What follows belongs to an exercise in optimizing a design on an open flow for small area, a short achievable clock period and few clock cycles per item; a production flow would make more cautious choices.
RTL that was checked went through simulation tests only; none was proved equivalent to the original.
The RTL of runs 3 and 4 was laid out without a check of its function.
Power and IR drop assume default switching activity.

[flow/design.v]
package spp_pkg;
  localparam int US_W  = 12;
  localparam int VAL_W = 16;
  localparam int CNT_W = 16;
  localparam int IDX_W = 3;
  typedef enum logic [1:0] {
    CMD_TICK = 2'd0,
    CMD_AUTO = 2'd1,
    CMD_US   = 2'd2
  } cmd_t;
  typedef enum logic [1:0] {
    CH_A    = 2'd0,
    CH_B    = 2'd1,
    CH_BOTH = 2'd2
  } chan_t;
  localparam logic [IDX_W-1:0] REG_MIN_A = 3'd0;
  localparam logic [IDX_W-1:0] REG_MAX_A = 3'd1;
  localparam logic [IDX_W-1:0] REG_MIN_B = 3'd2;
  localparam logic [IDX_W-1:0] REG_MAX_B = 3'd3;
  localparam logic [IDX_W-1:0] REG_EN_A  = 3'd4;
  localparam logic [IDX_W-1:0] REG_EN_B  = 3'd5;
  localparam logic [US_W-1:0] MIN_RESET = 12'd544;
  localparam logic [US_W-1:0] MAX_RESET = 12'd2400;
  typedef struct packed {
    logic s2;
    logic s3;
  } stage_en_t;
  typedef struct packed {
    logic       load;
    logic [1:0] cmd;
    logic [1:0] channel;
  } upd_ctl_t;
endpackage
module servo_pulse_pwm_two_channel #(
  parameter int TICKS_PER_US = 16,
  parameter int MAX_ANGLE    = 180
) (
  input  logic         clk,
  input  logic         rst,
  input  logic         cfg_valid,
  output logic         cfg_ready,
  input  logic [2:0]   cfg_index,
  input  logic [11:0]  cfg_data,
  input  logic         item_valid,
  output logic         item_ready,
  input  logic [1:0]   item_cmd,
  input  logic [1:0]   item_channel,
  input  logic [15:0]  item_value,
  output logic         result_valid,
  input  logic         result_ready,
  output logic         result_pwm_a,
  output logic         result_pwm_b,
  output logic [15:0]  result_count
);
  logic [11:0] min_a, max_a, min_b, max_b;
  logic        enable_a, enable_b;
  logic [15:0] counter;
  logic [11:0] act_a, act_b;      
  logic        le_a, le_b;        
  logic        wrapped;           
  logic [12:0] pend_a, pend_b;    
  logic        need_a, need_b;    
  logic        busy, cur;
  logic        bel, abv, angf, gtf, negf;
  logic [4:0]  step;
  logic [19:0] x;
  logic        t1, t2, t3;
  logic        hu;                
  logic        e1, e2;
  logic        irdy, rv;
  assign cfg_ready = 1'b1;
  logic [11:0] d_min, d_max;
  logic        d_en;
  logic        we_min_a, we_max_a, we_min_b, we_max_b, we_en_a, we_en_b;
  assign d_min    = rst ? spp_pkg::MIN_RESET : cfg_data;
  assign d_max    = rst ? spp_pkg::MAX_RESET : cfg_data;
  assign d_en     = !rst && cfg_data[0];
  assign we_min_a = rst || (cfg_valid && cfg_index == spp_pkg::REG_MIN_A);
  assign we_max_a = rst || (cfg_valid && cfg_index == spp_pkg::REG_MAX_A);
  assign we_min_b = rst || (cfg_valid && cfg_index == spp_pkg::REG_MIN_B);
  assign we_max_b = rst || (cfg_valid && cfg_index == spp_pkg::REG_MAX_B);
  assign we_en_a  = rst || (cfg_valid && cfg_index == spp_pkg::REG_EN_A);
  assign we_en_b  = rst || (cfg_valid && cfg_index == spp_pkg::REG_EN_B);
  always_ff @(posedge clk) begin
    if (we_min_a) min_a    <= d_min;
    if (we_max_a) max_a    <= d_max;
    if (we_min_b) min_b    <= d_min;
    if (we_max_b) max_b    <= d_max;
    if (we_en_a)  enable_a <= d_en;
    if (we_en_b)  enable_b <= d_en;
  end
  logic acc, take, is_tick, is_wr, wr_a, wr_b;
  logic [12:0] raw;
  assign acc     = item_valid && irdy;
  assign take    = rv && result_ready;
  assign is_tick = item_cmd == 2'd0;
  assign is_wr   = item_cmd == 2'd1 || item_cmd == 2'd2;
  assign wr_a    = acc && is_wr && (item_channel == 2'd0 || item_channel == 2'd2);
  assign wr_b    = acc && is_wr && (item_channel != 2'd0);
  assign raw     = {item_cmd == 2'd1, item_value[11:0] | {12{|item_value[15:12]}}};
  logic [11:0] lo, hi, v;
  logic        pauto;
  logic [11:0] q;
  logic [12:0] sum;
  logic [7:0]  acc_in;
  logic [7:0]  ang;                
  logic        mbit;
  logic [8:0]  macc;
  logic [6:0]  dt, dsub;
  logic        dge;
  logic        s_cmp, s_first, s_mul, s_add, s_fin;
  logic [11:0] conv_w;
  logic        sfull, sel_lo, sel_hi, sel_x;
  assign lo    = cur ? min_b  : min_a;
  assign hi    = cur ? max_b  : max_a;
  assign v     = cur ? pend_b[11:0] : pend_a[11:0];
  assign pauto = cur ? pend_b[12]   : pend_a[12];
  assign q     = x[13:2];
  assign s_mul   = step >= 5'd1 && step <= 5'd12;
  always_comb begin
    sum      = {1'b0, lo} + {1'b0, q};
    acc_in   = s_first ? (negf ? ang : 8'd0) : x[19:12];
    mbit     = x[0] ^ !negf;
    macc     = {1'b0, acc_in} + (mbit ? {1'b0, ang} : 9'd0);
    dt       = {x[19:14], x[13]};
    dge      = dt >= 7'd45;
    dsub     = dt - 7'd45;
    sfull = angf && gtf;
    if (s_fin) begin
      sel_lo = negf && !x[12];
      sel_hi = negf && x[12];
      sel_x  = !negf;
    end else begin
      sel_lo = sfull ? negf : bel;
      sel_hi = sfull ? !negf : (!bel && abv);
      sel_x  = 1'b0;
    end
    if (sel_lo)      conv_w = lo;
    else if (sel_hi) conv_w = hi;
    else if (sel_x)  conv_w = x[11:0];
    else             conv_w = v;
  end
  logic        busy_n, cur_n, need_a_n, need_b_n;
  logic [12:0] pend_a_n, pend_b_n;
  logic        conv_wr;
  always_comb begin
    busy_n   = busy;
    cur_n    = cur;
    need_a_n = need_a;
    need_b_n = need_b;
    conv_wr  = 1'b0;
    if (!busy) begin
      if (need_a || need_b) begin
        busy_n = 1'b1;
        cur_n  = !need_a;
        if (need_a) need_a_n = 1'b0; else need_b_n = 1'b0;
      end
    end else if (s_fin || (s_first && !(angf && !gtf))) begin
      busy_n  = 1'b0;
      conv_wr = 1'b1;
    end
    pend_a_n = (conv_wr && !cur) ? {1'b0, conv_w} : pend_a;
    pend_b_n = (conv_wr &&  cur) ? {1'b0, conv_w} : pend_b;
    if (busy && (cur ? wr_b : wr_a)) busy_n = 1'b0;
    if (wr_a) begin
      pend_a_n = raw;
      if (busy || !busy_n || cur_n) need_a_n = 1'b1;
    end
    if (wr_b) begin
      pend_b_n = raw;
      if (busy || !busy_n || !cur_n) need_b_n = 1'b1;
    end
  end
  always_ff @(posedge clk) begin
    if (rst) begin
      busy   <= 1'b0;
      need_a <= 1'b0;
      need_b <= 1'b0;
      pend_a <= '0;
      pend_b <= '0;
    end else begin
      busy   <= busy_n;
      need_a <= need_a_n;
      need_b <= need_b_n;
      pend_a <= pend_a_n;
      pend_b <= pend_b_n;
    end
  end
  always_ff @(posedge clk) begin
    cur  <= cur_n;
    step <= busy ? step + 5'd1 : 5'd0;
    s_cmp   <= !rst && !busy && busy_n;
    s_first <= !rst && s_cmp && busy_n;
    s_add   <= !rst && busy && step == 5'd24 && busy_n;
    s_fin   <= !rst && s_add && busy_n;
    if (s_cmp) begin
      bel  <= v < lo;
      abv  <= v > hi;
      angf <= pauto && (v < lo);
      gtf  <= v > 12'(MAX_ANGLE);
      negf <= sum[12];
      ang  <= v[7:0];
      x[11:0] <= sum[11:0];
    end else if (!busy) begin
      x[13:2] <= ~(need_a ? max_a : max_b);
    end else if (s_mul) begin
      x <= {macc, x[11:1]};
    end else if (s_add) begin
      x[12:0] <= {q == 12'd0, sum[11:0]};
    end else begin
      x <= {dge ? dsub[5:0] : dt[5:0], x[12:2], dge, x[1:0]};
    end
  end
  logic        t1_n, t2_n, t3_n, hu_n, e1_n, e2_n;
  logic        ap_raw, ap, wrap, nearwrap, busy_any, busy_any_n;
  assign busy_any   = busy | need_a | need_b;
  assign busy_any_n = busy_n | need_a_n | need_b_n;
  assign wrap       = counter == 16'hFFFF;
  assign nearwrap   = counter[15:3] == 13'h1FFF;
  always_comb begin
    if (take) begin
      t1_n = acc | t2;
      t2_n = acc ? t2 : t3;
      t3_n = 1'b0;
    end else begin
      t1_n = acc | t1;
      t2_n = acc ? t1 : t2;
      t3_n = acc ? t2 : t3;
    end
    if (take) ap_raw = t2 ? e1 : (acc & is_tick);
    else      ap_raw = t1 ? hu : (acc & is_tick);
    ap   = ap_raw & !((wrap & busy_any) | wrapped);
    hu_n = ap_raw & ((wrap & busy_any) | wrapped);
    if (take) e1_n = t3 ? e2 : is_tick;
    else      e1_n = (t1 & !t2) ? is_tick : e1;
    e2_n = (!take & t2 & !t3) ? is_tick : e2;
  end
  always_ff @(posedge clk) begin
    if (rst) begin
      t1      <= 1'b0;
      t2      <= 1'b0;
      t3      <= 1'b0;
      hu      <= 1'b0;
      e1      <= 1'b0;
      e2      <= 1'b0;
      irdy    <= 1'b1;
      rv      <= 1'b0;
      counter <= '0;
      act_a   <= '0;
      act_b   <= '0;
      le_a    <= 1'b1;
      le_b    <= 1'b1;
      wrapped <= 1'b0;
    end else begin
      t1   <= t1_n;
      t2   <= t2_n;
      t3   <= t3_n;
      hu   <= hu_n;
      e1   <= e1_n;
      e2   <= e2_n;
      irdy <= !t3_n && !(nearwrap && (hu_n || (t2_n && e1_n)));
      rv   <= t1_n && !hu_n && (t2_n || !busy_any_n);
      wrapped <= ap && wrap;
      if (wrapped) begin
        act_a <= pend_a[11:0];
        act_b <= pend_b[11:0];
      end
      if (ap) begin
        counter <= counter + 16'd1;
        if (wrap) begin
          le_a  <= 1'b1;
          le_b  <= 1'b1;
        end else begin
          if (counter == {act_a, 4'b0000}) le_a <= 1'b0;
          if (counter == {act_b, 4'b0000}) le_b <= 1'b0;
        end
      end
    end
  end
  assign item_ready   = irdy;
  assign result_valid = rv;
  assign result_count = counter;
  assign result_pwm_a = enable_a && le_a;
  assign result_pwm_b = enable_b && le_b;
endmodule
[flow/flow/run.sh]
#!/bin/bash
# Layout flow: the standard flow (standard.sh, unchanged synthesis and
# steps), with the port buffers inserted as sky130_fd_sc_hd__buf_2 cells
# instead of the default buffer cell that buffer_ports picks.
# Logs in the run folder: standard.log (everything standard.sh runs prints;
# ORFS keeps each tool's own log under orfs/logs/).
set -o pipefail
cp standard.sh standard_sh_copy.txt
export BUFFER_PORTS_ARGS="-buffer_cell sky130_fd_sc_hd__buf_2"
bash standard.sh > standard.log 2>&1
[flow/standard.sh]
#!/bin/bash
# synth_recipe.tcl (not shown) runs the flow's synth.tcl, then flattens the netlist and writes it again
# the make line also repeats each setting of config.mk as NAME=value (left out here)
make -C /OpenROAD-flow-scripts/flow DESIGN_CONFIG=/design/flow/config.mk WORK_HOME=/design/flow/orfs CLKGATE_MAP_FILE= SYNTH_SCRIPT=/design/flow/synth_recipe.tcl "${@:-finish}"
[flow/config.mk]
export PLATFORM = sky130hd
export DESIGN_NAME = servo_pulse_pwm_two_channel
export DESIGN_NICKNAME = servo_pulse_pwm_two_channel
export VERILOG_FILES = /design/flow/design.v
export SDC_FILE = /design/flow/constraint.sdc
export NUM_CORES = 4
export LEC_CHECK = 0
export CAP_MARGIN = 20
export CORE_MARGIN = 2
export CORE_UTILIZATION = 40
export CTS_BUF_LIST = sky130_fd_sc_hd__clkbuf_8
export SETUP_SLACK_MARGIN = 4.4
export SLEW_MARGIN = 20
export TNS_END_PERCENT = 0
[flow/constraint.sdc]
create_clock -name core_clock -period 7.0 [get_ports {clk}]
set_input_delay 1.4000 -clock core_clock [delete_from_list [all_inputs] [get_ports {clk}]]
set_output_delay 1.4000 -clock core_clock [all_outputs]
set_load 0.01 [all_outputs]
==> impl_metrics.py, run 1 <==
metrics = {
    "status": {
        "status": "complete, no violations",
    },
    "placed_design": {
        "place_congestion": 0.900,
        "dp_hpwl_mm": 20.0,
        "post_dp_cell_area_sq_um": 10700,
        "port_buffers": 59,
    },
    "logic_synthesis": {
        "synth_nets": 1137,
        "syn-cell-area_sq_um": 10200,
        "synth_flop_cell": "dfxtp_1",
        "synth_warnings": 1,
        "syn_avg_cell_area_sq_um": 9.77,
        "synth_cells": 1043,
        "synthTopCellsByArea": "edfxtp_1 22%, dfxtp_1 20%, ha_1 6.4%, mux2i_1 6.4%, a21oi_1 3.4%",
        "synth_commonest_cells": "100 x dfxtp_1, 91 x nor2_1, 73 x edfxtp_1, 69 x a21oi_1, 65 x mux2i_1",
        "ys_ff_latch": 173,
        "yosys.area.top_type": "edfxtp_1",
        "synth.distinct_cells": 76,
        "yosysMostFrequentCell": "dfxtp_1",
        "synth_edf_count": 73,
        "yosys.area.top_type_share_pct": 21.5,
        "async_flop_share_pct": 0,
        "ys_seq_area_share_pct": 41.2,
    },
    "clock_tree": {
        "clock_latency_ns": 0.48,
        "cts-root-buf": "clkbuf_8",
        "cts_buffers": 17,
        "cts_tree": "done",
        "clkSinkCount": 173,
        "cts_buffer_depth": 2,
        "htreeDepth": 4,
        "clkTransAtPathRegs_ns": 0.11,
    },
    "setup_path": {
        "cp_cell_sequence": "buf_2",
        "end_kind": "output port",
        "startpoint_type": "register",
        "path_buf_inv": 1,
        "critPathArrivalTime_ns": 1.27,
        "critPathTopFamily": "flip-flops",
        "slowest_delay_ns": 0.57,
        "crit_required_ns": 5.60,
        "critical_path_class": "reg -> out",
        "cp_max_fo": 9,
        "cp_slowest_cell": "dfxtp_1",
    },
    "final_layout": {
        "stdcell_area_sq_um": 11300,
        "multi_input_area_sq_um": 5660,
        "nets": 1168,
        "utilization_pct": 45.1,
        "syn2layout_area_growth_pct": 11.1,
        "diodes": 0,
        "seqCellArea_sq_um": 4200,
        "layout-drive-gt1-share_pct": 17.8,
        "num-fill-cells": 2415,
    },
    "route": {
        "wl_per_cell_microns": 19.5,
        "num_vias": 8220,
        "vias_per_cell": 5.80,
        "drcViolationCount": 0,
        "first_pass_iters": 5,
        "drtIter0Drc": 696,
        "wl_mm": 27.6,
        "ant_nets": 0,
    },
    "grt": {
        "grt_usage_pct": 21.1,
        "grt_pass1_wl_mm": 43.5,
        "grt_pass1_vias": 7716,
        "globalRouteMet2Util_pct": 32.6,
        "use_met3_pct": 3.76,
        "grt_overflow_total": 0,
        "grt_max_degree": 64,
        "gr-max-usage-layer": "met2",
        "met1_usage_pct": 30.3,
        "antenna_found_initial": 0,
    },
    "floorplanning": {
        "num_rows": 58,
        "dieArea_sq_um": 26800,
        "core-area_sq_um": 25100,
        "die_w_microns": 164,
        "die_h_microns": 164,
        "initial_core_util_pct": 40.6,
        "ioPinCount": 61,
    },
    "sta": {
        "fin_skew_ns": 0.0147,
        "period_needed_ns": 2.67,
        "setup_tns_ns": 0,
        "final-max-slew-violation-count": 0,
        "setup_viol": 0,
        "rsz0062_at_grt": "yes",
        "fmax_ghz": 0.375,
        "fin_crit_sh_pct": 38.1,
        "hold_viol_final": 0,
        "slew_headroom_pct": 42.6,
        "tightest_slew_ns": 0.861,
    },
    "job": {
        "cap_violations": 0,
    },
    "power": {
        "p_leak_nw": 4.45,
        "ir_drop_uv": 130,
        "intPower_w": 0.00184,
        "power.density_nw_per_um2": 255,
        "combPwrFrac_pct": 31.7,
        "p_sw_w": 0.00105,
        "p_seq_share_pct": 42.7,
        "swShare_pct": 36.3,
        "p_clk_share_pct": 25.6,
    },
    "hold_path": {
        "hold_class": "reg -> reg",
    },
}
-- cells in the final DEF, fill, tap and decap left out, types with 8 or more instances in the layout --
master     synthesis  final
nor3_1            14     14
a211oi_1          11      9
ha_1              52     50
and2_1            15     16
o21ai_0           46     45
or2_2              9      9
nand4_1           13     13
o221ai_1          12     12
a221oi_1          25     25
nand2_1           46     46
a21oi_1           69     69
a21o_1            13     13
a31o_2             9      9
nand3b_1          15     15
inv_1             35     33
mux2i_1           65     60
o31ai_1           11     11
xor2_1            35     35
mux2_2            17     17
buf_4              3     17
nor2_1            91     91
nor4_1            13     13
nand3_1           22     20
or4_1              8      8
nor2b_1           26     25
clkbuf_8           0     18
dfxtp_1          100     96
o22ai_1           13     13
edfxtp_1          73     73
o2111ai_1         24     24
buf_2             16     58
-- state kept, by name (all words and copies together) (netlist names), 8 cells and up --
| register | cells |
|---|---|
| min_b | 12 |
| min_a | 12 |
| max_a | 12 |
| counter | 16 |
| pend_a | 13 |
| act_b | 12 |
| x | 20 |
| pend_b | 13 |
| max_b | 12 |
| ang | 8 |
| act_a | 12 |
-- stage by stage --
stage / hold slack (ns) / total power (W) / instances / setup slack [ns]
2_1_floorplan: 0.430 / 0.00186 / 1043 / 4.07
3_3_place_gp: 0.456 / 0.00208 / 1377 / 3.46
3_5_place_dp: 0.467 / 0.00209 / 1377 / 3.41
4_1_cts: 0.480 / 0.00287 / 1415 / 4.26
5_1_grt: 0.512 / 0.00305 / 1417 / 4.23
6_report: 0.479 / 0.00289 / 1417 / 4.33
-- timing repair --
item,in CTS,in global routing
endpoints found under the setup margin,100,124
setup buffers,5,2
gates cloned,1,0
gates resized for setup,11,21
pin swaps,0,1
hold buffers,0,0
-- power by group through the flow --
stage | combinational [W] | clock (W) | sequential [W]
after global placement | 0.000835 | 0 | 0.00125
after detailed placement | 0.000843 | 0 | 0.00125
final | 0.000916 | 0.000739 | 0.00123
after global routing | 0.00101 | 0.000798 | 0.00124
after floorplan | 0.000645 | 0 | 0.00122
after CTS | 0.000883 | 0.000756 | 0.00123
-- layout make-up --
class | instances | share of cell area, %
Multi-Input combinational cell | 767 | 50.0
Sequential cell | 173 | 37.1
Timing Repair Buffer | 78 | 4.26
Tap cell | 330 | 3.65
Clock buffer | 18 | 2.19
Clock inverter | 14 | 1.45
Inverter | 37 | 1.36
-- worst paths after layout --
path / endpoint / slack, ns / from / cells past startpoint
hold reg to reg: pend_a[12] / 0.48 / pend_a[12] / 2
setup / recovery: result_count[9] / 4.33 / counter[9] / 1
setup reg to reg: x[11] / 4.35 / cur / 9
hold / removal: pend_a[12] / 0.48 / pend_a[12] / 2
-- logic make-up (layout without fill, tap and decap cells) --
family / after synthesis / after routing / share of synthesized area [%]
xor+xnor: 42 / 42 / 3.61
compound gates: 276 / 276 / 18.8
simple gates: 308 / 308 / 16.3
fa+ha+maj: 54 / 54 / 6.78
mux: 86 / 86 / 8.85
buf+inv: 103 / 147 / 4.51
flops: 173 / 173 / 41.2
other cells: 1 / 1 / 0.0368
-- routing by layer --
layer / vias up / part of all wire (%)
met4: 0 / 1.7
li1: 3976 / -
met3: 40 / 5.4
met5: - / 0
met2: 266 / 46
met1: 3938 / 47
Testbench counts, summed over its fixed seeds: cycles 1,049,210, items 1,048,576.
==> run 2, diff against run 1 <==
--- a/flow/config.mk
+++ b/flow/config.mk
@@ -11,3 +11,3 @@
 export CTS_BUF_LIST = sky130_fd_sc_hd__clkbuf_8
-export SETUP_SLACK_MARGIN = 4.4
+export SETUP_SLACK_MARGIN = 4.5
 export SLEW_MARGIN = 20
==> run 2 against run 1 <==
Effect of this change:
- still clean on timing, DRC and antenna
- global-route usage is essentially flat
- via count grew 1.2%
- maximum frequency rose by 2.6%
- clock-buffer cell count did not move
- critical path type unchanged
- largest cell class unchanged
==> impl_metrics.py, run 2 <==
metrics = {
    "sta": {
        "fmax_ghz": 0.384,
        "rsz0062_at_grt": "yes",
        "setup_tns_ns": 0,
        "tightest_slew_ns": 0.877,
        "fin_crit_sh_pct": 37.2,
        "period_needed_ns": 2.60,
        "hold_viol_final": 0,
        "final-max-slew-violation-count": 0,
        "slew_headroom_pct": 41.5,
        "fin_skew_ns": 0.0165,
        "setup_viol": 0,
    },
    "final_layout": {
        "diodes": 0,
        "reg.largest.list": "x x20, counter x16",
        "seqCellArea_sq_um": 4220,
        "nets": 1178,
        "num-fill-cells": 2395,
        "mostFrequentLayoutCells": "90 x nor2_1, 85 x dfxtp_1, 73 x edfxtp_1, 64 x a21oi_1, 58 x buf_2",
        "syn2layout_area_growth_pct": 13.7,
        "utilization_pct": 46.1,
        "layout-drive-gt1-share_pct": 21.1,
        "layout_commonest_cell": "nor2_1",
        "largest-register": "x",
        "largest_register_ffs": 20,
        "multi_input_area_sq_um": 5810,
    },
    "setup_path": {
        "crit_start": "counter[3]",
        "startpoint_type": "register",
        "critPathArrivalTime_ns": 1.20,
        "slowest_delay_ns": 0.52,
        "cp_slowest_cell": "dfxtp_1",
        "critical_path_class": "reg -> out",
        "crit_required_ns": 5.60,
        "end_kind": "output port",
        "reg2reg_setup_slack_ns": 4.43,
        "critPathTopFamily": "flip-flops",
        "r2r-start": "negf",
        "cp_max_fo": 7,
        "path_buf_inv": 1,
        "cp_cell_sequence": "buf_2",
    },
    "clock_tree": {
        "cts_hold_buffers": 0,
        "clock_latency_ns": 0.48,
        "htreeDepth": 4,
        "cts_buffer_depth": 2,
        "clkSinkCount": 173,
        "cts_buffers": 17,
        "clkTransAtPathRegs_ns": 0.11,
        "cts-root-buf": "clkbuf_8",
        "cts_tree": "done",
    },
    "floorplanning": {
        "die_w_microns": 164,
        "initial_core_util_pct": 40.6,
        "die_h_microns": 164,
        "ioPinCount": 61,
        "core-area_sq_um": 25100,
        "num_rows": 58,
        "dieArea_sq_um": 26800,
    },
    "power": {
        "p_clk_share_pct": 25.1,
        "intPower_w": 0.00188,
        "p_sw_w": 0.00108,
        "power.density_nw_per_um2": 255,
        "combPwrFrac_pct": 33.0,
        "ir_drop_uv": 131,
        "p_leak_nw": 4.53,
        "p_seq_share_pct": 41.9,
        "swShare_pct": 36.5,
    },
    "grt": {
        "grt_pass1_vias": 7721,
        "grt_pass1_wl_mm": 43.6,
        "grt_overflow_total": 0,
        "antenna_found_initial": 0,
        "grt_max_degree": 64,
        "grt_usage_pct": 21.1,
    },
    "route": {
        "drtIter0Drc": 703,
        "wl_per_cell_microns": 19.8,
        "vias_per_cell": 5.83,
        "drcViolationCount": 0,
        "wl_mm": 28.2,
        "routed.top_layer": "met4",
        "first_pass_iters": 5,
        "met3_length_mm": 1.40,
        "dr_wl_met2_mm": 13.0,
        "num_vias": 8321,
        "ant_nets": 0,
        "drt-met1-wl_mm": 13.4,
    },
    "placed_design": {
        "place_congestion": 0.900,
        "dp_hpwl_mm": 20.0,
        "port_buffers": 59,
    },
    "logic_synthesis": {
        "yosysMostFrequentCell": "dfxtp_1",
        "synthTopCellsByArea": "edfxtp_1 22%, dfxtp_1 20%, ha_1 6.4%, mux2i_1 6.4%, a21oi_1 3.4%",
        "synth.distinct_cells": 76,
        "synth_flop_cell": "dfxtp_1",
        "async_flop_share_pct": 0,
        "synth_nets": 1137,
        "ys_ff_latch": 173,
        "syn_avg_cell_area_sq_um": 9.77,
        "synth_cells": 1043,
        "synth_warnings": 1,
        "yosys.area.top_type_share_pct": 21.5,
        "yosys.area.top_type": "edfxtp_1",
        "synth_commonest_cells": "100 x dfxtp_1, 91 x nor2_1, 73 x edfxtp_1, 69 x a21oi_1, 65 x mux2i_1",
        "synth_edf_count": 73,
        "syn-cell-area_sq_um": 10200,
        "ys_seq_area_share_pct": 41.2,
    },
    "job": {
        "cap_violations": 0,
    },
    "hold_path": {
        "hold_class": "reg -> reg",
        "hp-start": "pend_a[12]",
    },
    "status": {
        "status": "complete, no violations",
    },
}
==> run 2: worst paths after layout <==
kind / to / depth (start not counted)
worst max-delay path: result_count[3] / 1
worst min-delay path: pend_a[12] / 2
worst max register to register: x[19] / 9
worst min register to register: pend_a[12] / 2
==> run 2: logic make-up (layout without fill, tap and decap cells) <==
kind of cell,Yosys count,in the layout,share of synthesized area (%)
AOI/OAI and AO/OA,276,276,18.8
xor gates and xnor gates,42,42,3.61
adders and majority gates,54,54,6.78
buffers and inverters,103,157,4.51
DFF,173,173,41.2
muxes,86,86,8.85
other,1,1,0.0368
and+or+nand+nor,308,308,16.3
==> run 2: power groups by stage <==
| stage | clock network (W) | logic, W | registers, W |
|---|---|---|---|
| finish | 0.000742 | 0.000975 | 0.00124 |
| global route | 0.000797 | 0.00107 | 0.00125 |
| CTS | 0.000756 | 0.000894 | 0.00123 |
| detailed placement | 0 | 0.000843 | 0.00125 |
| global placement | 0 | 0.000835 | 0.00125 |
| floorplan | 0 | 0.000645 | 0.00122 |
==> run 2: per-layer routing <==
layer | up-vias | global-route usage, %
met5 | - | 0
met4 | 0 | 5.62
met3 | 37 | 3.61
met2 | 259 | 33.1
met1 | 4033 | 30.2
li1 | 3992 | -
==> run 2: final cells by class <==
| cell class | instances | share of cell area [%] |
|---|---|---|
| well taps | 330 | 3.56 |
| multi-input cells | 767 | 50.1 |
| flip-flops and latches | 173 | 36.4 |
| repair buffers | 88 | 5.02 |
| clock buffers | 18 | 2.14 |
| clock inverters | 14 | 1.41 |
| inverters | 37 | 1.33 |
==> run 2: stage by stage <==
| step | instances | setup slack (ns) | hold slack [ns] | instance area (sq um) | total power (W) |
|---|---|---|---|---|---|
| floorplan | 1043 | 4.07 | 0.430 | 10200 | 0.00186 |
| global placement | 1377 | 3.46 | 0.456 | 10700 | 0.00208 |
| detailed placement | 1377 | 3.41 | 0.467 | 10700 | 0.00209 |
| CTS | 1415 | 4.35 | 0.480 | 11300 | 0.00288 |
| global route | 1427 | 4.33 | 0.512 | 11600 | 0.00311 |
| finish | 1427 | 4.40 | 0.479 | 11600 | 0.00295 |
==> run 2: what timing repair did <==
item	CTS	global route
gates cloned	1	2
endpoints found under the setup margin	119	130
resized for setup	33	46
setup buffers	5	10
pin swaps	1	20
==> run 2: tightest hold or removal path, cell delays in order (launching register included) <==
cell     delay (ns)
dfxtp_1        0.32
nand3_1        0.06
a21oi_1        0.06
==> run 3, diff against run 2 <==
--- a/flow/design.v
+++ b/flow/design.v
@@ -63,3 +63,3 @@
   logic        busy, cur;
-  logic        bel, abv, angf, gtf, negf;
+  logic        bel, abv, angf, negf;
   logic [4:0]  step;
@@ -112,3 +112,3 @@
   logic [11:0] conv_w;
-  logic        sfull, sel_lo, sel_hi, sel_x;
+  logic        sel_lo, sel_hi;
   assign lo    = cur ? min_b  : min_a;
@@ -127,3 +127,2 @@
     dsub     = dt - 7'd45;
-    sfull = angf && gtf;
     if (s_fin) begin
@@ -131,7 +130,5 @@
       sel_hi = negf && x[12];
-      sel_x  = !negf;
-    end else begin
-      sel_lo = sfull ? negf : bel;
-      sel_hi = sfull ? !negf : (!bel && abv);
-      sel_x  = 1'b0;
+    end else begin
+      sel_lo = bel;
+      sel_hi = !bel && abv;
     end
@@ -139,4 +136,3 @@
     else if (sel_hi) conv_w = hi;
-    else if (sel_x)  conv_w = x[11:0];
-    else             conv_w = v;
+    else             conv_w = x[11:0];
   end
@@ -157,5 +153,5 @@
       end
-    end else if (s_fin || (s_first && !(angf && !gtf))) begin
+    end else if (s_fin || (s_first && !angf)) begin
       busy_n  = 1'b0;
-      conv_wr = 1'b1;
+      conv_wr = s_fin || bel || abv;
     end
@@ -166,3 +162,3 @@
       pend_a_n = raw;
-      if (busy || !busy_n || cur_n) need_a_n = 1'b1;
+      need_a_n = 1'b1;
     end
@@ -170,3 +166,3 @@
       pend_b_n = raw;
-      if (busy || !busy_n || !cur_n) need_b_n = 1'b1;
+      need_b_n = 1'b1;
     end
@@ -199,5 +195,4 @@
       angf <= pauto && (v < lo);
-      gtf  <= v > 12'(MAX_ANGLE);
       negf <= sum[12];
-      ang  <= v[7:0];
+      ang  <= (v > 12'(MAX_ANGLE)) ? 8'(MAX_ANGLE) : v[7:0];
       x[11:0] <= sum[11:0];
--- a/flow/config.mk
+++ b/flow/config.mk
@@ -11,4 +11,3 @@
 export CTS_BUF_LIST = sky130_fd_sc_hd__clkbuf_8
-export SETUP_SLACK_MARGIN = 4.5
+export SETUP_SLACK_MARGIN = 4.4
 export SLEW_MARGIN = 20
-export TNS_END_PERCENT = 0
==> run 3 against run 2 <==
Effect of this change:
- register-to-register slack worse by 0.15 ns
- hold slack better by 0.019 ns
- sequential cell count is 1 lower
- setup slack worse by 0.12 ns
- cell area is 0.18% lower
- sequential power hardly changed
- total power is 11% lower
- die area is 5.4% lower
- non-clock buffer count is 22 higher
- routed wire length is 7.6% lower
==> impl_metrics.py, run 3 <==
metrics = {
    "setup_path": {
        "cp_max_fo": 8,
        "regToRegEndpoint": "negf",
        "critPathArrivalTime_ns": 2.94,
        "r2r-start": "cur",
        "worstRegToRegCells": 10,
        "crit_required_ns": 7.21,
        "critical_path_class": "reg -> reg",
        "startpoint_type": "register",
        "reg2reg_setup_slack_ns": 4.28,
        "end_kind": "register",
    },
    "sta": {
        "rsz0062_at_grt": "yes",
        "slew_headroom_pct": 36.3,
        "hold_viol_final": 0,
        "fin_crit_sh_pct": 38.9,
        "fin_ws_ns": 4.28,
        "fin_skew_ns": 0.0189,
        "setup_tns_ns": 0,
        "period_needed_ns": 2.72,
        "final-max-slew-violation-count": 0,
        "fin_hold_ws_ns": 0.498,
        "setup_viol": 0,
        "tightest_slew_ns": 0.954,
        "fmax_ghz": 0.367,
    },
    "hold_path": {
        "hp-start": "le_b",
        "hold_depth": 1,
        "hold_end": "le_b",
        "hold_class": "reg -> reg",
    },
    "placed_design": {
        "dp_hpwl_mm": 17.9,
        "dpl_worst_slack_ns": 3.46,
        "post_dp_cell_area_sq_um": 10300,
        "place_congestion": 0.889,
        "port_buffers": 59,
    },
    "logic_synthesis": {
        "ys_ff_latch": 172,
        "syn_avg_cell_area_sq_um": 9.43,
        "async_flop_share_pct": 0,
        "syn-cell-area_sq_um": 9620,
        "synth_commonest_cells": "99 x dfxtp_1, 94 x nor2_1, 89 x a21oi_1, 73 x edfxtp_1, 68 x nand2_1",
        "synth_nets": 1114,
        "synthTopCellsByArea": "edfxtp_1 23%, dfxtp_1 21%, ha_1 6.8%, mux2i_1 5.7%, a21oi_1 4.6%",
        "synth_flop_cell": "dfxtp_1",
        "synth.distinct_cells": 62,
        "yosysMostFrequentCell": "dfxtp_1",
        "ys_seq_area_share_pct": 43.4,
        "synth_edf_count": 73,
        "synth_cells": 1020,
        "yosys.area.top_type": "edfxtp_1",
        "yosys.area.top_type_share_pct": 22.8,
        "synth_warnings": 1,
    },
    "clock_tree": {
        "cts_buffer_depth": 2,
        "cts_buffers": 17,
        "cts_hold_buffers": 0,
        "clkTransAtPathRegs_ns": 0.11,
        "cts_tree": "done",
        "cts-root-buf": "clkbuf_8",
        "clock_latency_ns": 0.47,
        "clkSinkCount": 172,
        "htreeDepth": 4,
    },
    "power": {
        "power.density_nw_per_um2": 229,
        "p_leak_nw": 4.64,
        "fin_total_pwr_w": 0.00264,
        "ir_drop_uv": 135,
    },
    "floorplanning": {
        "initial_core_util_pct": 40.9,
        "die_h_microns": 159,
        "num_rows": 56,
        "ioPinCount": 61,
        "dieArea_sq_um": 25300,
        "die_w_microns": 159,
        "core-area_sq_um": 23500,
    },
    "status": {
        "status": "complete, no violations",
    },
    "final_layout": {
        "stdcell_area_sq_um": 11600,
        "layout_commonest_cell": "nor2_1",
        "layout-drive-gt1-share_pct": 25.0,
        "reg.largest.list": "x x20, counter x16",
        "nets": 1189,
        "largest-register": "x",
        "syn2layout_area_growth_pct": 20.2,
        "diodes": 0,
        "num-fill-cells": 2268,
        "mostFrequentLayoutCells": "91 x nor2_1, 87 x dfxtp_1, 84 x a21oi_1, 73 x edfxtp_1, 65 x nand2_1",
        "largest_register_ffs": 20,
    },
    "grt": {
        "grt_pass1_vias": 7269,
        "grt_overflow_total": 0,
        "grt_pass1_wl_mm": 40.7,
        "antenna_found_initial": 0,
        "grt_usage_pct": 20.3,
        "grt_max_degree": 81,
    },
    "route": {
        "ant_nets": 0,
        "wl_mm": 26.1,
        "drcViolationCount": 0,
        "drtIter0Drc": 623,
        "first_pass_iters": 5,
        "num_vias": 7767,
        "wl_per_cell_microns": 18.3,
        "vias_per_cell": 5.44,
    },
    "job": {
        "cap_violations": 0,
    },
}
run 3: cell count changes in the layout (fill, tap and decap cells not counted), sizes merged, moves of 10 or more:
cell,change
a21oi,+20
a221oi,-24
buf,+24
mux2i,-10
nand2,+21
nand3b,-12
nor3,+15
o2111ai,-24
o211ai,+22
o22ai,-10
o31ai,-10
run 3: worst max path at each step:
stage	from	end	depth (start not counted)
floorplan	item_cmd[0]	s_add	10
global placement	item_cmd[0]	s_add	9
detailed placement	item_cmd[0]	s_add	9
CTS	cur	negf	10
global route	cur	x[8]	12
finish	cur	negf	10
run 3: where the power goes:
group          switching, W  internal [W]  total [W]  leakage [nW]
Clock              0.000424      0.000278   0.000703         0.200
Sequential        0.0000805       0.00113    0.00121          1.51
Combinational      0.000390      0.000341   0.000731          2.93
run 3: metrics by stage:
step,utilization [%],std cells
3_3_place_gp,43.6,1352
6_report,49.1,1427
3_5_place_dp,43.6,1352
2_1_floorplan,-,1020
5_1_grt,49.1,1427
4_1_cts,47.3,1410
run 3: cells by family (layout without fill, tap and decap cells):
group	count (synthesis)	after routing	share of synthesized area (%)
flip-flops	172	172	43.4
adder cells (fa/ha/maj)	54	54	7.18
AND/OR/NAND/NOR	315	315	16.1
multiplexers	77	77	8.30
buffers and inverters	101	189	4.15
AO/OA/AOI/OAI	242	242	15.6
other	1	1	0.0390
XOR/XNOR	58	58	5.28
run 3: what timing repair did:
| action | in CTS | in global routing |
|---|---|---|
| pin swaps | 23 | 33 |
| buffers inserted | 24 | 17 |
| cloned | 2 | 0 |
| setup endpoints to repair | 49 | 54 |
| gates resized for setup | 56 | 67 |
run 3: critical path: stages (launching register included):
cell	delay (ns)
edfxtp_1	0.46
buf_12	0.18
mux2_4	0.32
ha_4	0.22
nor2b_4	0.12
o21ai_2	0.13
a21boi_2	0.08
o311a_1	0.40
o311ai_4	0.26
a21oi_1	0.10
or2_1	0.21
run 3: final cells by class:
cell class | count | area, sq um | share of cell area, %
Multi-Input combinational cell | 747 | 5640 | 48.8
Sequential cell | 172 | 4190 | 36.2
Timing Repair Buffer | 110 | 748 | 6.47
Tap cell | 319 | 399 | 3.45
Clock buffer | 18 | 248 | 2.14
Inverter | 47 | 194 | 1.68
Clock inverter | 14 | 146 | 1.27
run 3: metal layers:
| metal | global-route usage [%] | routed length (microns) | up-vias |
|---|---|---|---|
| met3 | 3.26 | 1180 | 41 |
| met4 | 5.33 | 512 | 0 |
| li1 | - | - | 3816 |
| met2 | 31.1 | 11800 | 192 |
| met1 | 29.8 | 12600 | 3718 |
| met5 | 0 | 0 | - |
==> run 4, diff against run 3 <==
--- a/flow/config.mk
+++ b/flow/config.mk
@@ -13 +13,2 @@
 export SLEW_MARGIN = 20
+export TNS_END_PERCENT = 5
==> run 4 against run 3 <==
Effect of this change:
- clock skew down 0.0030 ns
- first-iteration DRC count up 12%
- combinational power down about 10%
- synthesized cell count unchanged
- sequential share of layout area up 0.76 points
- register-to-register slack better by 0.02 ns
- total power up 0.13%
- routed wire length down 3.3%
- via count down 2.2%
==> impl_metrics.py, run 4 <==
metrics = {
    "status": {
        "status": "complete, no violations",
    },
    "logic_synthesis": {
        "ys_seq_area_share_pct": 43.4,
        "synth_flop_cell": "dfxtp_1",
        "synth_nets": 1114,
        "synth_cells": 1020,
        "yosys.area.top_type_share_pct": 22.8,
        "syn-cell-area_sq_um": 9620,
        "synthTopCellsByArea": "edfxtp_1 23%, dfxtp_1 21%, ha_1 6.8%, mux2i_1 5.7%, a21oi_1 4.6%",
        "synth_top_family_by_area": "simple AND/OR/NAND/NOR gates",
        "synth.distinct_cells": 62,
        "synth_fa_ha_area_share_pct": 7.18,
        "yosysMostFrequentCell": "dfxtp_1",
        "syn_avg_cell_area_sq_um": 9.43,
        "yosys.area.top_type": "edfxtp_1",
        "synth_mux_area_share_pct": 8.30,
        "synth-compound-area-share_pct": 15.6,
        "async_flop_share_pct": 0,
        "synth_commonest_cells": "99 x dfxtp_1, 94 x nor2_1, 89 x a21oi_1, 73 x edfxtp_1, 68 x nand2_1",
        "synth_warnings": 1,
        "synth_edf_count": 73,
        "ys_ff_latch": 172,
        "synth_xor_area_share_pct": 5.28,
        "yosys.area_share.simple_pct": 16.1,
    },
    "setup_path": {
        "end_kind": "register",
        "slowest_delay_ns": 0.44,
        "startpoint_type": "register",
        "cp_max_fo": 7,
        "critical_path_class": "reg -> reg",
        "path_buf_inv": 1,
        "crit_required_ns": 7.23,
        "cp_slowest_cell": "edfxtp_1",
        "path_depth": 10,
        "critPathTopFamily": "compound AO/OA/AOI/OAI gates",
        "worstRegToRegCells": 10,
        "critPathArrivalTime_ns": 2.93,
        "cp_cell_sequence": "buf_12, mux2_4, ha_4, nor2b_1, o21ai_2, a21boi_2, o311a_1, o311ai_4, a21oi_1, or2_1",
    },
    "clock_tree": {
        "clkSinkCount": 172,
        "clkTransAtPathRegs_ns": 0.10,
        "clock_latency_ns": 0.47,
        "cts_hold_buffers": 0,
        "cts-root-buf": "clkbuf_8",
        "cts_tree": "done",
        "htreeDepth": 4,
        "cts_buffer_depth": 2,
        "cts_buffers": 17,
    },
    "placed_design": {
        "placedCellCount": 1352,
        "dp_hpwl_mm": 17.9,
        "port_buffers": 59,
        "place_congestion": 0.860,
    },
    "grt": {
        "grt_max_degree": 80,
        "grt_pass1_wl_mm": 39.9,
        "grt_pass1_vias": 7193,
        "antenna_found_initial": 0,
        "grt_usage_pct": 19.8,
        "grt_overflow_total": 0,
    },
    "final_layout": {
        "multi_input_area_sq_um": 5470,
        "largest-register": "x",
        "num-fill-cells": 2279,
        "nets": 1170,
        "layout-drive-gt1-share_pct": 20.8,
        "stdcell_count": 1408,
        "largest_register_ffs": 20,
        "layout_commonest_cell": "dfxtp_1",
        "seqCellArea_sq_um": 4180,
        "syn2layout_area_growth_pct": 17.4,
        "mostFrequentLayoutCells": "97 x dfxtp_1, 93 x nor2_1, 84 x a21oi_1, 73 x edfxtp_1, 67 x nand2_1",
        "reg.largest.list": "x x20, counter x16",
        "diodes": 0,
    },
    "sta": {
        "slew_headroom_pct": 29.7,
        "setup_viol": 0,
        "fin_skew_ns": 0.0159,
        "fin_hold_ws_ns": 0.504,
        "final-max-slew-violation-count": 0,
        "setup_tns_ns": 0,
        "fin_crit_sh_pct": 38.6,
        "tightest_slew_ns": 1.05,
        "hold_viol_final": 0,
        "fmax_ghz": 0.370,
        "period_needed_ns": 2.70,
        "rsz0062_at_grt": "yes",
    },
    "floorplanning": {
        "die_h_microns": 159,
        "dieArea_sq_um": 25300,
        "die_w_microns": 159,
        "num_rows": 56,
        "ioPinCount": 61,
        "initial_core_util_pct": 40.9,
        "core-area_sq_um": 23500,
    },
    "power": {
        "ir_drop_uv": 117,
        "p_leak_nw": 4.55,
        "power.density_nw_per_um2": 234,
    },
    "hold_path": {
        "hold_depth": 2,
        "hold_class": "reg -> reg",
    },
    "route": {
        "ant_nets": 0,
        "wl_mm": 25.2,
        "num_vias": 7600,
        "vias_per_cell": 5.40,
        "drtIter0Drc": 699,
        "wl_per_cell_microns": 17.9,
        "first_pass_iters": 5,
        "drcViolationCount": 0,
    },
    "job": {
        "cap_violations": 0,
    },
}
-- run 4: tightest hold or removal path: cells and delay by family, from the launching register on --
family / cells / cell delay, ns
flops: 1 / 0.32
compound gates: 2 / 0.14
-- run 4: area by class of cell --
type                            instances  area share (%)
Inverter                               47            1.69
Clock buffer                           18            2.19
Timing Repair Buffer                   91            5.51
Clock inverter                         14            1.67
Sequential cell                       172            37.0
Tap cell                              319            3.53
Multi-Input combinational cell        747            48.4
-- run 4: worst paths after layout --
check        startpoint          to  slack [ns]
min          pend_a[12]  pend_a[12]        0.50
min reg2reg  pend_a[12]  pend_a[12]        0.50
max reg2reg         cur        negf        4.30
max                 cur        negf        4.30
-- run 4: through the flow --
step / setup slack (ns) / instance area [sq um] / util [%] / total power, W
2_1_floorplan: 4.20 / 9720 / - / 0.00162
3_3_place_gp: 3.51 / 10200 / 43.5 / 0.00178
3_5_place_dp: 3.43 / 10200 / 43.5 / 0.00178
4_1_cts: 4.22 / 10900 / 46.3 / 0.00258
5_1_grt: 4.19 / 11300 / 48.0 / 0.00278
6_report: 4.30 / 11300 / 48.0 / 0.00265
-- run 4: repair_timing --
| action | CTS | global route |
|---|---|---|
| setup buffers | 12 | 10 |
| gates resized for setup | 20 | 64 |
| endpoints found under the hold margin | 0 | 0 |
| pin swaps | 6 | 17 |
| endpoints found under the setup margin | 59 | 77 |
| gates cloned | 2 | 0 |
-- run 4: layer usage --
layer,vias up,global-route usage (%),part of all wire [%]
met5,-,0,0
met4,0,4.30,0.99
met3,19,2.89,4.3
met2,172,31.4,46
met1,3632,28.6,48
li1,3777,-,-
-- run 4: kinds of logic (layout without fill, tap and decap cells) --
family	Yosys count	after routing
multiplexers	77	77
XOR/XNOR	58	58
AO/OA/AOI/OAI	242	242
flip-flops	172	172
buffers and inverters	101	170
AND/OR/NAND/NOR	315	315
adder cells (fa/ha/maj)	54	54
other	1	1
-- run 4: power breakdown --
group	leakage, nW	switching (W)	total [W]	internal (W)
combinational	2.81	0.000357	0.000658	0.000301
clock	0.230	0.000415	0.000778	0.000363
sequential	1.51	0.0000817	0.00121	0.00113

## static timing again, ports no longer ideal
The flow's constraints put no driver on any port. The routed layouts listed below were extracted and timed again, unchanged, in two steps. Step 1: set_driving_cell puts a clkbuf_16 on clk and a buf_2 on each other input, an assumption about the parent block. Step 2 also shifts input and output timing later by t, the mid clock arrival at the registers, as if the neighbouring blocks saw the same clock. a / b / c = ideal / step 1 / step 2; a / b = the first two.
run | t (ns) | slack for setup (ns) | worst hold slack (ns) | worst data-port slew with drivers (ns) | pins driven straight from the clock port
run 1 | 0.512 | 4.330 / 4.290 / 3.839 | 0.479 / 0.479 / 0.479 | 0.05 | 1
run 2 | 0.513 | 4.396 / 4.356 / 3.913 | 0.479 / 0.479 / 0.479 | 0.05 | 1
run 3 | 0.501 | 4.276 / 4.276 / 3.992 | 0.498 / 0.498 / 0.498 | 0.03 | 1
run 4 | 0.506 | 4.300 / 4.300 / 3.856 | 0.504 / 0.504 / 0.504 | 0.04 | 1
After both steps every run listed still meets setup and hold. For run 1, which loses most, drivers alone change the setup slack by -0.040 ns; drivers and shift together by -0.491 ns.
